From an optimization exercise on the open Yosys and OpenROAD flow, aimed at small area, a short achievable clock period and few clock cycles; shortcuts taken in it are not production practice.
In this exercise RTL edits were held to simulation tests only and were not proved equivalent to the original.
Power figures rest on the tool's default switching activity, not on a simulated workload.

==> module fhe_vec_top, before the edit <==
module fhe_vec_top #(
  parameter int WIDTH = 4
) (
  input  logic                           clk,
  input  logic                           rstn,
  input  logic                           psel,
  input  logic                           penable,
  input  logic                           pwrite,
  input  logic [fhe_vec_pkg::APB_AW-1:0] paddr,
  input  logic [fhe_vec_pkg::APB_DW-1:0] pwdata,
  output logic [fhe_vec_pkg::APB_DW-1:0] prdata,
  output logic                           pready,
  output logic                           pslverr,
  output logic                           done
);
  localparam int NE   = 64;    
  localparam int LAT  = 8;     
  localparam int LAST = NE + LAT - 1;   
  logic [NE-1:0][15:0] m1;
  logic [NE-1:0][15:0] m2;
  logic [3:0]  op;
  logic [15:0] p;
  logic [16:0] mu;
  logic [15:0] s;
  logic        err;
  logic        run;
  logic        iss;       
  logic [6:0]  cnt;
  logic        setup;
  logic        acc_q;     
  logic        prdy_q;    
  logic        wr_q;
  logic        mem_q;
  logic        bank_q;
  logic [5:0]  ea_q;      
  logic        regok_q;   
  logic [16:0] wd_q;
  logic [16:0] rd_q;
  logic        slverr_q;
  logic        run_next;
  logic        err_next;
  logic        done_next;
  assign setup = psel & ~penable;
  always_ff @(posedge clk) begin
    wr_q    <= pwrite;
    mem_q   <= paddr[15];
    bank_q  <= paddr[14];
    ea_q    <= paddr[5:0];
    regok_q <= ~|paddr[14:3];
    wd_q    <= pwdata[16:0];
    prdy_q  <= ~(setup & ~pwrite);
  end
  logic [5:0]      ridx_q;
  logic            iss_next;
  logic [5:0]      cnt_next;
  logic [15:0]     e1;
  logic [15:0]     e2;
  always_ff @(posedge clk) begin
    ridx_q <= iss_next ? cnt_next : paddr[5:0];
  end
  assign e1 = m1[ridx_q];
  assign e2 = m2[ridx_q];
  always_ff @(posedge clk) begin
    slverr_q <= paddr[15] & (setup ? run_next : run);
  end
  always_ff @(posedge clk) begin
    rd_q <= '0;
    if (mem_q) begin
      rd_q <= {1'b0, bank_q ? e2 : e1};
    end else if (regok_q) begin
      case (ea_q[2:0])
        3'd0: rd_q <= 17'(op);
        3'd1: rd_q <= 17'({err_next, run_next});   
        3'd2: rd_q <= 17'(p);
        3'd3: rd_q <= mu;
        3'd4: rd_q <= 17'(s);
        default: ;
      endcase
    end
  end
  assign pready  = prdy_q;
  assign pslverr = slverr_q;
  assign prdata  = {15'd0, rd_q};
  logic       rw;         
  logic       start_ok;
  logic       start_bad;
  logic       op_valid;
  assign rw        = acc_q & wr_q & ~mem_q & regok_q & ~run;
  assign op_valid  = (wd_q[3:0] >= 4'd1) && (wd_q[3:0] <= 4'd4);
  assign start_ok  = rw & (ea_q[2:0] == 3'd0) & wd_q[8] & op_valid;
  assign start_bad = rw & (ea_q[2:0] == 3'd0) & wd_q[8] & ~op_valid;
  assign done_next = run & (cnt == 7'(LAST));
  assign run_next  = start_ok | (run & ~done_next);
  assign err_next  = start_bad | (err & ~done_next);
  logic [6:0] cnt_next7;
  assign cnt_next7 = start_ok ? 7'd0 : (run ? cnt + 1'b1 : cnt);
  assign cnt_next  = cnt_next7[5:0];
  assign iss_next  = start_ok | (iss & ~(run & (cnt == 7'(NE - 1))));
  always_ff @(posedge clk) begin
    if (!rstn) begin
      op    <= '0;
      p     <= '0;
      mu    <= '0;
      s     <= '0;
      err   <= 1'b0;
      run   <= 1'b0;
      iss   <= 1'b0;
      cnt   <= '0;
      done  <= 1'b0;
      acc_q <= 1'b0;
    end else begin
      acc_q <= setup;
      run   <= run_next;
      err   <= err_next;
      done  <= done_next;
      cnt <= 7'(cnt_next7);
      iss <= iss_next;
      if (rw) begin
        case (ea_q[2:0])
          3'd0: op <= wd_q[3:0];
          3'd2: p  <= wd_q[15:0];
          3'd3: mu <= wd_q[16:0];
          3'd4: s  <= wd_q[15:0];
          default: ;
        endcase
      end
    end
  end
  logic        is_mul;
  logic        is_sc;
  logic [15:0] res_q;
  logic [15:0] a_q, b_q;
  logic [18:0] np3_q;
  assign is_mul = (op == 4'd1) | (op == 4'd2);
  assign is_sc  = (op == 4'd2) | (op == 4'd4);
  always_ff @(posedge clk) begin
    a_q   <= e1;
    b_q   <= is_sc ? s : e2;
    np3_q <= 19'd0 - 19'(p) - {2'd0, p, 1'b0};
  end
  elem_mult u_eng (
    .clk(clk), .a_q(a_q), .b_q(b_q), .mul(is_mul), .p(p), .mu(mu[15:0]),
    .np3(np3_q), .res(res_q)
  );
  logic        ew_d;
  logic        ew_q;       
  logic [5:0]  wi_q;
  logic        wb_q;
  logic        hw;
  logic        wen;
  logic [15:0] wdat;
  assign ew_d = run & (cnt >= 7'(LAT - 1)) & (cnt < 7'(NE + LAT - 1));
  always_ff @(posedge clk) begin
    if (!rstn) begin
      ew_q <= 1'b0;
    end else begin
      ew_q <= ew_d;
    end
    wi_q <= ew_d ? 6'(cnt - 7'(LAT - 1)) : paddr[5:0];
    wb_q <= ~ew_d & paddr[14];
  end
  assign hw   = acc_q & wr_q & mem_q & ~run;   
  assign wen  = ew_q | hw;
  assign wdat = ew_q ? res_q : wd_q[15:0];
  always_ff @(posedge clk) begin
    for (int e = 0; e < NE; e++) begin
      if (wen && !wb_q && wi_q == 6'(e)) m1[e] <= wdat;
      if (wen && wb_q && wi_q == 6'(e)) m2[e] <= wdat;
    end
  end
endmodule
==> flow/config.mk <==
export PLATFORM = sky130hd
export DESIGN_NAME = fhe_vec_top
export DESIGN_NICKNAME = fhe_vec_top
export VERILOG_FILES = /design/flow/design.v
export SDC_FILE = /design/flow/constraint.sdc
export NUM_CORES = 4
export LEC_CHECK = 0
export CAP_MARGIN = 20
export CORE_MARGIN = 2
export CORE_UTILIZATION = 40
export CTS_BUF_LIST = sky130_fd_sc_hd__clkbuf_16
export CTS_CLUSTER_DIAMETER = 100
export CTS_CLUSTER_SIZE = 30
export SLEW_MARGIN = 20
==> flow/constraint.sdc <==
create_clock -name core_clock -period 11.0 [get_ports {clk}]
set_input_delay 2.2000 -clock core_clock [delete_from_list [all_inputs] [get_ports {clk}]]
set_output_delay 2.2000 -clock core_clock [all_outputs]
set_load 0.01 [all_outputs]
standard.sh (not shown) runs the stock make flow with config.mk's settings and CLKGATE_MAP_FILE= SYNTH_SCRIPT=/design/flow/synth_recipe.tcl, a recipe that flattens the netlist after the stock synthesis.
==> flow/flow/run.sh <==
#!/bin/bash
export SETUP_SLACK_MARGIN=7.45
bash standard.sh > standard.log 2>&1
Testbench counts at the start, summed over its fixed seeds: cycles 29,762.
Rerun with:
--- a/flow/design.v
+++ b/flow/design.v
@@ -2578,28 +2578,27 @@
   );
   logic        ew_d;
   logic        ew_q;       
+  logic        wen_q;      
   logic [5:0]  wi_q;
   logic        wb_q;
-  logic        hw;
-  logic        wen;
   logic [15:0] wdat;
   assign ew_d = run & (cnt >= 7'(LAT - 1)) & (cnt < 7'(NE + LAT - 1));
   always_ff @(posedge clk) begin
     if (!rstn) begin
-      ew_q <= 1'b0;
+      ew_q  <= 1'b0;
+      wen_q <= 1'b0;
     end else begin
-      ew_q <= ew_d;
+      ew_q  <= ew_d;
+      wen_q <= ew_d | (setup & pwrite & paddr[15] & ~run_next);
     end
     wi_q <= ew_d ? 6'(cnt - 7'(LAT - 1)) : paddr[5:0];
     wb_q <= ~ew_d & paddr[14];
   end
-  assign hw   = acc_q & wr_q & mem_q & ~run;   
-  assign wen  = ew_q | hw;
   assign wdat = ew_q ? res_q : wd_q[15:0];
   always_ff @(posedge clk) begin
     for (int e = 0; e < NE; e++) begin
-      if (wen && !wb_q && wi_q == 6'(e)) m1[e] <= wdat;
-      if (wen && wb_q && wi_q == 6'(e)) m2[e] <= wdat;
+      if (wen_q && !wb_q && wi_q == 6'(e)) m1[e] <= wdat;
+      if (wen_q && wb_q && wi_q == 6'(e)) m2[e] <= wdat;
     end
   end
 endmodule
Outcome:
- The changed run completed without violations
- global-route usage rises by 0.24 points
- critical path depth is unchanged
- design area is about the same
- register-to-register slack is better by 0.03 ns
- hold slack is worse by 0.0082 ns
- first-iteration DRC count rises by a little under a tenth
- count of clock-buffer cells in the layout falls by 1
- non-clock buffer count rises by 31
- sequential cell count rises by 1
- fmax barely changes
- worst setup slack is better by 0.0031 ns
- clock skew barely changes
- synthesized cell count stays flat
- total power rises slightly
Testbench counts after the change, summed over its fixed seeds: cycles 29,762.

## port drivers added, routing unchanged
How much do the figures lean on ideal ports? The routed layouts below were timed once more, with nothing changed but the port constraints. Step 1, drivers: a clkbuf_16 drives clk and a buf_2 each remaining input, both assumed. Step 2 moves the port delays by t, midway between the first and last clock arrival at a register: inputs arrive t later, outputs are due t later. That takes back most of the time a late clock gives input paths. a / b / c = ideal / step 1 / step 2; a / b = the first two.
run	shift t [ns]	setup WS [ns]	latest minus earliest clock arrival (ns)	slew at the worst register clock pin (ns)	cell pins on the clock port's net
the first run	0.889	7.384 / 7.291 / 6.738	0.079 / 0.079	0.12 / 0.12	1
the second run	0.898	7.387 / 7.293 / 6.813	0.094 / 0.094	0.12 / 0.12	1
After both steps setup and hold are still met in every run listed. The setup slack of the first run, which loses most, moves by -0.093 ns with the drivers and by -0.646 ns with both steps.
